From an optimization exercise on the open Yosys and OpenROAD flow, aimed at small area; shortcuts taken in it are not production practice.
The RTL was checked by simulation tests, not by an equivalence proof against the original design.

==> job 6101 <==
==> flow/design.v <==
module hps_sample_capture_ctrl #(
  parameter int DATA_W = 9,
  parameter int DEPTH  = 256,
  parameter int CNT_W  = 13
) (
  input  logic                     clk,
  input  logic                     reset,
  input  logic [2:0]               avs_address,
  input  logic                     avs_read,
  input  logic                     avs_write,
  input  logic [31:0]              avs_writedata,
  output logic [31:0]              avs_readdata,
  input  logic [DATA_W-1:0]        sample_in,
  input  logic                     sample_valid,
  output logic                     irq
);
  localparam int AW = $clog2(DEPTH);
  localparam int SEG = 16;                  
  localparam int NSEG = DEPTH / SEG;
  localparam int SW = $clog2(SEG);
  localparam logic [1:0] S_IDLE    = 2'd0;
  localparam logic [1:0] S_ARMED   = 2'd1;
  localparam logic [1:0] S_CAPTURE = 2'd2;
  localparam logic [1:0] S_DONE    = 2'd3;
  logic [1:0]        state_q, state_d;
  logic [DATA_W-1:0] thresh_q, thresh_d;
  logic [AW-1:0]     len_q, len_d;      
  logic [AW-1:0]     count_q, count_d;  
  logic              below_q, below_d;
  logic              irq_en_q, irq_en_d;
  logic              irq_q, irq_d;
  logic [DATA_W-1:0] rdata_lo_q;        
  logic [AW-1:0]     rdata_cnt_q;       
  logic              rdata_msb_q;       
  logic [DATA_W-1:0] rdata_lo_d;
  logic [DATA_W-1:0] buf_q [DEPTH];
  logic [DATA_W-1:0] buf_d [DEPTH];
  logic              shift, keep;
  logic              phase_q;           
  logic [DATA_W-1:0] din;               
  logic              wr_ctrl, arm, abort, pop, store, en;
  logic              is_idle, is_armed, is_capture, is_done;
  logic              len_full, cnt_full;
  logic [AW-1:0]     last;              
  logic [NSEG-1:0]   inj;               
  logic [DATA_W-1:0] tap;
  assign is_idle    = (state_q == S_IDLE);
  assign is_armed   = (state_q == S_ARMED);
  assign is_capture = (state_q == S_CAPTURE);
  assign is_done    = (state_q == S_DONE);
  assign len_full = (len_q == '0);
  assign cnt_full = state_q[1] && (count_q == '0);
  assign wr_ctrl = avs_write && (avs_address == 3'd0);
  assign arm     = wr_ctrl && avs_writedata[0];
  assign abort   = wr_ctrl && avs_writedata[1];
  assign pop     = avs_read && (avs_address == 3'd4) && is_done;
  assign store   = sample_valid &&
                   (is_capture || (is_armed && below_q && !(sample_in < thresh_q)));
  assign shift = (sample_valid && !is_done) || pop;
  assign keep  = !shift;
  assign din   = sample_in ^ {DATA_W{phase_q}};
  always_comb begin
    state_d  = state_q;
    thresh_d = thresh_q;
    len_d    = len_q;
    count_d  = count_q;
    below_d  = below_q;
    if (is_idle && arm) begin
      below_d = 1'b0;
      count_d = '0;
      state_d = S_ARMED;
    end
    if (is_armed && sample_valid)
      below_d = sample_in < thresh_q;
    if (store) begin
      count_d = count_q + AW'(1);
      if (count_q + AW'(1) == len_q)
        state_d = S_DONE;
      else
        state_d = S_CAPTURE;
    end
    if (pop) begin
      count_d = count_q - AW'(1);
      if (count_q == AW'(1))
        state_d = S_IDLE;
    end
    if (abort) begin
      state_d = S_IDLE;
      count_d = '0;
      below_d = 1'b0;
    end
    if (avs_write && is_idle) begin
      if (avs_address == 3'd1)
        thresh_d = avs_writedata[DATA_W-1:0];
      if (avs_address == 3'd2) begin
        if (avs_writedata == 32'd0)
          len_d = AW'(1);
        else if (avs_writedata > 32'(DEPTH))
          len_d = '0;
        else
          len_d = avs_writedata[AW-1:0];
      end
    end
  end
  always_comb begin
    irq_en_d = irq_en_q;
    irq_d    = irq_q;
    if (wr_ctrl)
      irq_en_d = avs_writedata[2];
    en = irq_en_d;
    if (is_done && state_d != S_DONE)
      irq_d = 1'b0;
    if (wr_ctrl && avs_writedata[3])
      irq_d = 1'b0;
    if (!is_done && state_d == S_DONE)
      irq_d = 1'b1;
    if (abort || !en)
      irq_d = 1'b0;
  end
  assign last = len_q - AW'(1);
  always_comb begin
    for (int s = 0; s < NSEG; s++)
      inj[s] = (last[AW-1:SW] == SW'(NSEG - 1 - s));
  end
  assign tap = buf_q[SEG*(NSEG-1) + last[SW-1:0]] ^ {DATA_W{phase_q}};
  always_comb begin
    unique case (avs_address)
      3'd0:    rdata_lo_d = {6'b0, irq_en_q, 2'b0};
      3'd1:    rdata_lo_d = thresh_q;
      3'd2:    rdata_lo_d = {len_full, len_q};
      3'd3:    rdata_lo_d = {count_q[0], 6'b0, state_q};
      3'd4:    rdata_lo_d = is_done ? tap : '0;
      default: rdata_lo_d = '0;
    endcase
  end
  assign avs_readdata = {rdata_msb_q, 14'b0, rdata_cnt_q, rdata_lo_q};
  assign irq          = irq_q;
  always_ff @(posedge clk) begin
    rdata_lo_q  <= rdata_lo_d;
    rdata_cnt_q <= (avs_address == 3'd3) ? {cnt_full, count_q[AW-1:1]} : '0;
    rdata_msb_q <= ((avs_address == 3'd3) && irq_q) ||
                   ((avs_address == 3'd4) && is_done);
  end
  always_ff @(posedge clk) begin
    if (reset) begin
      state_q  <= S_IDLE;
      thresh_q <= '0;
      len_q    <= '0;
      count_q  <= '0;
      below_q  <= 1'b0;
      irq_en_q <= 1'b0;
      irq_q    <= 1'b0;
      phase_q  <= 1'b0;
    end else begin
      phase_q  <= !phase_q;
      state_q  <= state_d;
      thresh_q <= thresh_d;
      len_q    <= len_d;
      count_q  <= count_d;
      below_q  <= below_d;
      irq_en_q <= irq_en_d;
      irq_q    <= irq_d;
    end
  end
  logic [NSEG-1:0] sh_in, sh_up;
  assign sh_in = {NSEG{shift}} & inj;
  assign sh_up = {NSEG{shift}} & ~inj;
  for (genvar j = 0; j < DEPTH; j++) begin : g_word
    for (genvar b = 0; b < DATA_W; b++) begin : g_bit
      if (j % SEG == 0 && j != 0) begin : g_entry
        hps_sample_capture_entry_bit u_bit (
          .keep(keep), .shift_in(sh_in[j / SEG]), .shift_up(sh_up[j / SEG]),
          .q(buf_q[j][b]), .din(din[b]), .prev(buf_q[j-1][b]), .d(buf_d[j][b])
        );
      end else begin : g_plain
        hps_sample_capture_bit u_bit (
          .keep(keep), .shift(shift), .q(buf_q[j][b]),
          .prev(j == 0 ? din[b] : buf_q[j-1][b]), .d(buf_d[j][b])
        );
      end
    end
  end
  always_ff @(posedge clk) begin
    for (int j = 0; j < DEPTH; j++)
      buf_q[j] <= buf_d[j];
  end
endmodule
module hps_sample_capture_bit (
  input  logic keep,
  input  logic shift,
  input  logic q,
  input  logic prev,
  output logic d
);
  assign d = ~((q | shift) & (prev | keep));
endmodule
module hps_sample_capture_entry_bit (
  input  logic keep,
  input  logic shift_in,
  input  logic shift_up,
  input  logic q,
  input  logic din,
  input  logic prev,
  output logic d
);
  assign d = ~((keep & q) | (shift_in & din) | (shift_up & prev));
endmodule
==> flow/run.sh <==
#!/bin/bash
# synth_recipe.tcl (not shown) runs the flow's synth.tcl, then flattens the netlist and writes it again
# the make line also repeats each setting of config.mk as NAME=value (left out here)
make -C /OpenROAD-flow-scripts/flow DESIGN_CONFIG=/design/flow/config.mk WORK_HOME=/design/flow/orfs CLKGATE_MAP_FILE= SYNTH_SCRIPT=/design/flow/synth_recipe.tcl finish
==> flow/config.mk <==
export PLATFORM = sky130hd
export DESIGN_NAME = hps_sample_capture_ctrl
export DESIGN_NICKNAME = hps_sample_capture_ctrl
export VERILOG_FILES = /design/flow/design.v
export SDC_FILE = /design/flow/constraint.sdc
export NUM_CORES = 4
export LEC_CHECK = 0
export CAP_MARGIN = 20
export CORE_MARGIN = 2
export CORE_UTILIZATION = 45
export CTS_BUF_LIST = sky130_fd_sc_hd__clkbuf_8
export CTS_CLUSTER_DIAMETER = 80
export CTS_CLUSTER_SIZE = 16
export PLACE_DENSITY = 0.6
export SLEW_MARGIN = 20
export SYNTH_HIERARCHICAL = 1
export SYNTH_MINIMUM_KEEP_SIZE = 0
==> flow/constraint.sdc <==
create_clock -name core_clock -period 5.0 [get_ports {clk}]
set_input_delay 1.0000 -clock core_clock [delete_from_list [all_inputs] [get_ports {clk}]]
set_output_delay 1.0000 -clock core_clock [all_outputs]
set_load 0.01 [all_outputs]
==> job 2450: changes against job 6101 <==
--- a/flow/design.v
+++ b/flow/design.v
@@ -60,4 +60,5 @@
   assign keep  = !shift;
   assign din   = sample_in ^ {DATA_W{phase_q}};
+  assign below_d = is_armed && (sample_valid ? (sample_in < thresh_q) : below_q);
   always_comb begin
     state_d  = state_q;
@@ -65,12 +66,6 @@
     len_d    = len_q;
     count_d  = count_q;
-    below_d  = below_q;
-    if (is_idle && arm) begin
-      below_d = 1'b0;
-      count_d = '0;
+    if (is_idle && arm)
       state_d = S_ARMED;
-    end
-    if (is_armed && sample_valid)
-      below_d = sample_in < thresh_q;
     if (store) begin
       count_d = count_q + AW'(1);
@@ -88,5 +83,4 @@
       state_d = S_IDLE;
       count_d = '0;
-      below_d = 1'b0;
     end
     if (avs_write && is_idle) begin
@@ -123,5 +117,18 @@
       inj[s] = (last[AW-1:SW] == SW'(NSEG - 1 - s));
   end
-  assign tap = buf_q[SEG*(NSEG-1) + last[SW-1:0]] ^ {DATA_W{phase_q}};
+  logic [SEG-1:0] tap_sel;
+  logic [DATA_W-1:0] tap_raw;
+  always_comb begin
+    for (int k = 0; k < SEG; k++)
+      tap_sel[k] = (len_q[SW-1:0] == SW'(k + 1));
+  end
+  for (genvar b = 0; b < DATA_W; b++) begin : g_tap
+    logic [SEG-1:0] col;
+    for (genvar k = 0; k < SEG; k++) begin : g_col
+      assign col[k] = buf_q[SEG*(NSEG-1) + k][b];
+    end
+    hps_sample_capture_tap u_tap (.sel(tap_sel), .d(col), .q(tap_raw[b]));
+  end
+  assign tap = tap_raw ^ {DATA_W{phase_q}};
   always_comb begin
     unique case (avs_address)
@@ -206,2 +213,9 @@
   assign d = ~((keep & q) | (shift_in & din) | (shift_up & prev));
 endmodule
+module hps_sample_capture_tap (
+  input  logic [15:0] sel,
+  input  logic [15:0] d,
+  output logic        q
+);
+  assign q = |(sel & d);
+endmodule
==> flow/flow/run.sh (new file) <==
#!/bin/bash
# Standard synthesis, then every combinational cell is set to its smallest
# drive strength, then the standard layout from floorplan to finish, with
# Yosys's buffers removed at floorplan (the placer's repair buffers the
# nets again), the smallest buffer on the ports and no dummy clock loads in
# CTS.
set -euo pipefail
R=$PWD/orfs/results/$FLOW_PLATFORM/hps_sample_capture_ctrl/base
bash standard.sh "$R/1_2_yosys.v" > synth.log 2>&1
python3 flow/downsize.py "$R/1_2_yosys.v" "$FLOW_HOME/platforms/$FLOW_PLATFORM/lib/sky130_fd_sc_hd__tt_025C_1v80.lib" > downsize.log 2>&1
export REMOVE_ABC_BUFFERS=1
export BUFFER_PORTS_ARGS="-buffer_cell sky130_fd_sc_hd__buf_1"
export CTS_ARGS="-sink_clustering_enable -repair_clock_nets -dont_use_dummy_load -buf_list sky130_fd_sc_hd__clkbuf_8 -sink_clustering_size 20 -sink_clustering_max_diameter 60"
bash standard.sh > layout.log 2>&1
==> flow/flow/downsize.py (new file) <==
# Rewrites a Yosys netlist in place: every combinational cell that ABC sized
# above drive strength 1 becomes its _1 (or _0) variant, so the placer's
# repair sizes cells from the smallest up. Flip-flops, buffers, inverters and
# tie cells are left as they are.
import re, sys

LIB = sys.argv[2]
path = sys.argv[1]

cells = set(re.findall(r'\n\s*cell\s*\(\s*"?(sky130_fd_sc_hd__\w+)"?\s*\)', open(LIB).read()))
keep = re.compile(r'__(df|edf|sdf|dl|buf|clk|inv|conb|tap|fill|decap|diode|probe|lpflow)')

text = open(path).read()
count = 0

def swap(m):
    global count
    name, base = m.group(0), m.group(1)
    if keep.search(name):
        return name
    for small in (base + '_1', base + '_0'):
        if small in cells:
            count += 1
            return small
    return name

text = re.sub(r'\b(sky130_fd_sc_hd__\w+?)_(?:2|3|4|6|8|12|16)\b(?=\s+\S+\s*\()', swap, text)
open(path, 'w').write(text)
print('downsized %d cells' % count)
==> flow/standard.sh (new file) <==
#!/bin/bash
# synth_recipe.tcl (not shown) runs the flow's synth.tcl, then flattens the netlist and writes it again
# the make line also repeats each setting of config.mk as NAME=value (left out here)
make -C /OpenROAD-flow-scripts/flow DESIGN_CONFIG=/design/flow/config.mk WORK_HOME=/design/flow/orfs CLKGATE_MAP_FILE= SYNTH_SCRIPT=/design/flow/synth_recipe.tcl "${@:-finish}"
Settings changed: CORE_UTILIZATION 45 to 65, PLACE_DENSITY 0.6 to 0.85.
removed: flow/run.sh
==> job 7040: changes against job 6101 <==
--- a/flow/design.v
+++ b/flow/design.v
@@ -60,4 +60,5 @@
   assign keep  = !shift;
   assign din   = sample_in ^ {DATA_W{phase_q}};
+  assign below_d = is_armed && (sample_valid ? (sample_in < thresh_q) : below_q);
   always_comb begin
     state_d  = state_q;
@@ -65,12 +66,6 @@
     len_d    = len_q;
     count_d  = count_q;
-    below_d  = below_q;
-    if (is_idle && arm) begin
-      below_d = 1'b0;
-      count_d = '0;
+    if (is_idle && arm)
       state_d = S_ARMED;
-    end
-    if (is_armed && sample_valid)
-      below_d = sample_in < thresh_q;
     if (store) begin
       count_d = count_q + AW'(1);
@@ -88,5 +83,4 @@
       state_d = S_IDLE;
       count_d = '0;
-      below_d = 1'b0;
     end
     if (avs_write && is_idle) begin
@@ -123,5 +117,18 @@
       inj[s] = (last[AW-1:SW] == SW'(NSEG - 1 - s));
   end
-  assign tap = buf_q[SEG*(NSEG-1) + last[SW-1:0]] ^ {DATA_W{phase_q}};
+  logic [SEG-1:0] tap_sel;
+  logic [DATA_W-1:0] tap_raw;
+  always_comb begin
+    for (int k = 0; k < SEG; k++)
+      tap_sel[k] = (len_q[SW-1:0] == SW'(k + 1));
+  end
+  for (genvar b = 0; b < DATA_W; b++) begin : g_tap
+    logic [SEG-1:0] col;
+    for (genvar k = 0; k < SEG; k++) begin : g_col
+      assign col[k] = buf_q[SEG*(NSEG-1) + k][b];
+    end
+    hps_sample_capture_tap u_tap (.sel(tap_sel), .d(col), .q(tap_raw[b]));
+  end
+  assign tap = tap_raw ^ {DATA_W{phase_q}};
   always_comb begin
     unique case (avs_address)
@@ -206,2 +213,9 @@
   assign d = ~((keep & q) | (shift_in & din) | (shift_up & prev));
 endmodule
+module hps_sample_capture_tap (
+  input  logic [15:0] sel,
+  input  logic [15:0] d,
+  output logic        q
+);
+  assign q = |(sel & d);
+endmodule
==> flow/flow/run.sh (new file) <==
#!/bin/bash
# Standard synthesis, then every combinational cell is set to its smallest
# drive strength, then the standard layout from floorplan to finish, with
# Yosys's buffers removed at floorplan (the placer's repair buffers the
# nets again), the smallest buffer on the ports and no dummy clock loads in
# CTS.
set -euo pipefail
R=$PWD/orfs/results/$FLOW_PLATFORM/hps_sample_capture_ctrl/base
bash standard.sh "$R/1_2_yosys.v" > synth.log 2>&1
python3 flow/downsize.py "$R/1_2_yosys.v" "$FLOW_HOME/platforms/$FLOW_PLATFORM/lib/sky130_fd_sc_hd__tt_025C_1v80.lib" > downsize.log 2>&1
export REMOVE_ABC_BUFFERS=1
export BUFFER_PORTS_ARGS="-buffer_cell sky130_fd_sc_hd__buf_1"
export CTS_ARGS="-sink_clustering_enable -repair_clock_nets -dont_use_dummy_load -buf_list sky130_fd_sc_hd__clkbuf_8 -sink_clustering_size 16 -sink_clustering_max_diameter 80"
bash standard.sh > layout.log 2>&1
==> flow/flow/downsize.py (new file) <==
# Rewrites a Yosys netlist in place: every combinational cell that ABC sized
# above drive strength 1 becomes its _1 (or _0) variant, so the placer's
# repair sizes cells from the smallest up. Flip-flops, buffers, inverters and
# tie cells are left as they are.
import re, sys

LIB = sys.argv[2]
path = sys.argv[1]

cells = set(re.findall(r'\n\s*cell\s*\(\s*"?(sky130_fd_sc_hd__\w+)"?\s*\)', open(LIB).read()))
keep = re.compile(r'__(df|edf|sdf|dl|buf|clk|inv|conb|tap|fill|decap|diode|probe|lpflow)')

text = open(path).read()
count = 0

def swap(m):
    global count
    name, base = m.group(0), m.group(1)
    if keep.search(name):
        return name
    for small in (base + '_1', base + '_0'):
        if small in cells:
            count += 1
            return small
    return name

text = re.sub(r'\b(sky130_fd_sc_hd__\w+?)_(?:2|3|4|6|8|12|16)\b(?=\s+\S+\s*\()', swap, text)
open(path, 'w').write(text)
print('downsized %d cells' % count)
==> flow/standard.sh (new file) <==
#!/bin/bash
# synth_recipe.tcl (not shown) runs the flow's synth.tcl, then flattens the netlist and writes it again
# the make line also repeats each setting of config.mk as NAME=value (left out here)
make -C /OpenROAD-flow-scripts/flow DESIGN_CONFIG=/design/flow/config.mk WORK_HOME=/design/flow/orfs CLKGATE_MAP_FILE= SYNTH_SCRIPT=/design/flow/synth_recipe.tcl "${@:-finish}"
removed: flow/run.sh
==> job 5462: changes against job 6101 <==
--- a/flow/design.v
+++ b/flow/design.v
@@ -35,8 +35,5 @@
   logic [DATA_W-1:0] rdata_lo_d;
   logic [DATA_W-1:0] buf_q [DEPTH];
-  logic [DATA_W-1:0] buf_d [DEPTH];
-  logic              shift, keep;
-  logic              phase_q;           
-  logic [DATA_W-1:0] din;               
+  logic              shift;
   logic              wr_ctrl, arm, abort, pop, store, en;
   logic              is_idle, is_armed, is_capture, is_done;
@@ -58,6 +55,4 @@
                    (is_capture || (is_armed && below_q && !(sample_in < thresh_q)));
   assign shift = (sample_valid && !is_done) || pop;
-  assign keep  = !shift;
-  assign din   = sample_in ^ {DATA_W{phase_q}};
   always_comb begin
     state_d  = state_q;
@@ -123,5 +118,5 @@
       inj[s] = (last[AW-1:SW] == SW'(NSEG - 1 - s));
   end
-  assign tap = buf_q[SEG*(NSEG-1) + last[SW-1:0]] ^ {DATA_W{phase_q}};
+  assign tap = buf_q[SEG*(NSEG-1) + last[SW-1:0]];
   always_comb begin
     unique case (avs_address)
@@ -151,7 +146,5 @@
       irq_en_q <= 1'b0;
       irq_q    <= 1'b0;
-      phase_q  <= 1'b0;
     end else begin
-      phase_q  <= !phase_q;
       state_q  <= state_d;
       thresh_q <= thresh_d;
@@ -163,45 +156,10 @@
     end
   end
-  logic [NSEG-1:0] sh_in, sh_up;
-  assign sh_in = {NSEG{shift}} & inj;
-  assign sh_up = {NSEG{shift}} & ~inj;
-  for (genvar j = 0; j < DEPTH; j++) begin : g_word
-    for (genvar b = 0; b < DATA_W; b++) begin : g_bit
-      if (j % SEG == 0 && j != 0) begin : g_entry
-        hps_sample_capture_entry_bit u_bit (
-          .keep(keep), .shift_in(sh_in[j / SEG]), .shift_up(sh_up[j / SEG]),
-          .q(buf_q[j][b]), .din(din[b]), .prev(buf_q[j-1][b]), .d(buf_d[j][b])
-        );
-      end else begin : g_plain
-        hps_sample_capture_bit u_bit (
-          .keep(keep), .shift(shift), .q(buf_q[j][b]),
-          .prev(j == 0 ? din[b] : buf_q[j-1][b]), .d(buf_d[j][b])
-        );
-      end
+  always_ff @(posedge clk) begin
+    if (shift) begin
+      buf_q[0] <= sample_in;
+      for (int j = 1; j < DEPTH; j++)
+        buf_q[j] <= (j % SEG == 0 && inj[j / SEG]) ? sample_in : buf_q[j-1];
     end
   end
-  always_ff @(posedge clk) begin
-    for (int j = 0; j < DEPTH; j++)
-      buf_q[j] <= buf_d[j];
-  end
 endmodule
-module hps_sample_capture_bit (
-  input  logic keep,
-  input  logic shift,
-  input  logic q,
-  input  logic prev,
-  output logic d
-);
-  assign d = ~((q | shift) & (prev | keep));
-endmodule
-module hps_sample_capture_entry_bit (
-  input  logic keep,
-  input  logic shift_in,
-  input  logic shift_up,
-  input  logic q,
-  input  logic din,
-  input  logic prev,
-  output logic d
-);
-  assign d = ~((keep & q) | (shift_in & din) | (shift_up & prev));
-endmodule
Settings changed: SYNTH_HIERARCHICAL 1 to unset, SYNTH_MINIMUM_KEEP_SIZE 0 to unset.
==> results.txt <==
The highest utilization belongs to job 2450, the lowest to job 5462.
Sequential share of layout area: job 6101 < job 7040 < job 2450 < job 5462.
Register-to-register slack: job 2450 is lower than job 5462 (0.29 ns).
Synthesized area: job 5462 is larger than job 2450 (about 16%).

## what the ideal ports hide
How much do the figures lean on ideal ports? The routed layouts below were timed once more, with nothing changed but the port constraints.
Step 1: set_driving_cell puts a clkbuf_16 on clk and a buf_2 on each other input, an assumption about the parent block.
Step 2 moves the port delays by t, midway between the first and last clock arrival at a register: inputs arrive t later, outputs are due t later. That takes back most of the time a late clock gives input paths.
Slacks: ideal ports / drivers / drivers and shift; pairs: ideal ports / drivers.
run | shift t [ns] | slack for setup (ns) | hold slack, ns | latest minus earliest clock arrival (ns) | slew at the worst register clock pin (ns)
job 6101 | 0.991 | 1.658 / 1.697 / 0.705 | 0.405 / 0.405 / 0.405 | 0.051 / 0.051 | 0.11 / 0.11
job 2450 | 0.877 | 1.516 / 1.516 / 0.876 | 0.370 / 0.370 / 0.370 | 0.135 / 0.136 | 0.12 / 0.12
job 7040 | 0.930 | 1.395 / 1.395 / 1.063 | 0.380 / 0.361 / 0.380 | 0.095 / 0.095 | 0.11 / 0.11
job 5462 | 0.947 | 1.805 / 1.812 / 0.903 | 0.393 / 0.393 / 0.393 | 0.066 / 0.065 | 0.11 / 0.11
After both steps setup and hold are still met in every run listed. The setup slack of job 6101, which loses most, moves by +0.039 ns with the drivers and by -0.953 ns with both steps.
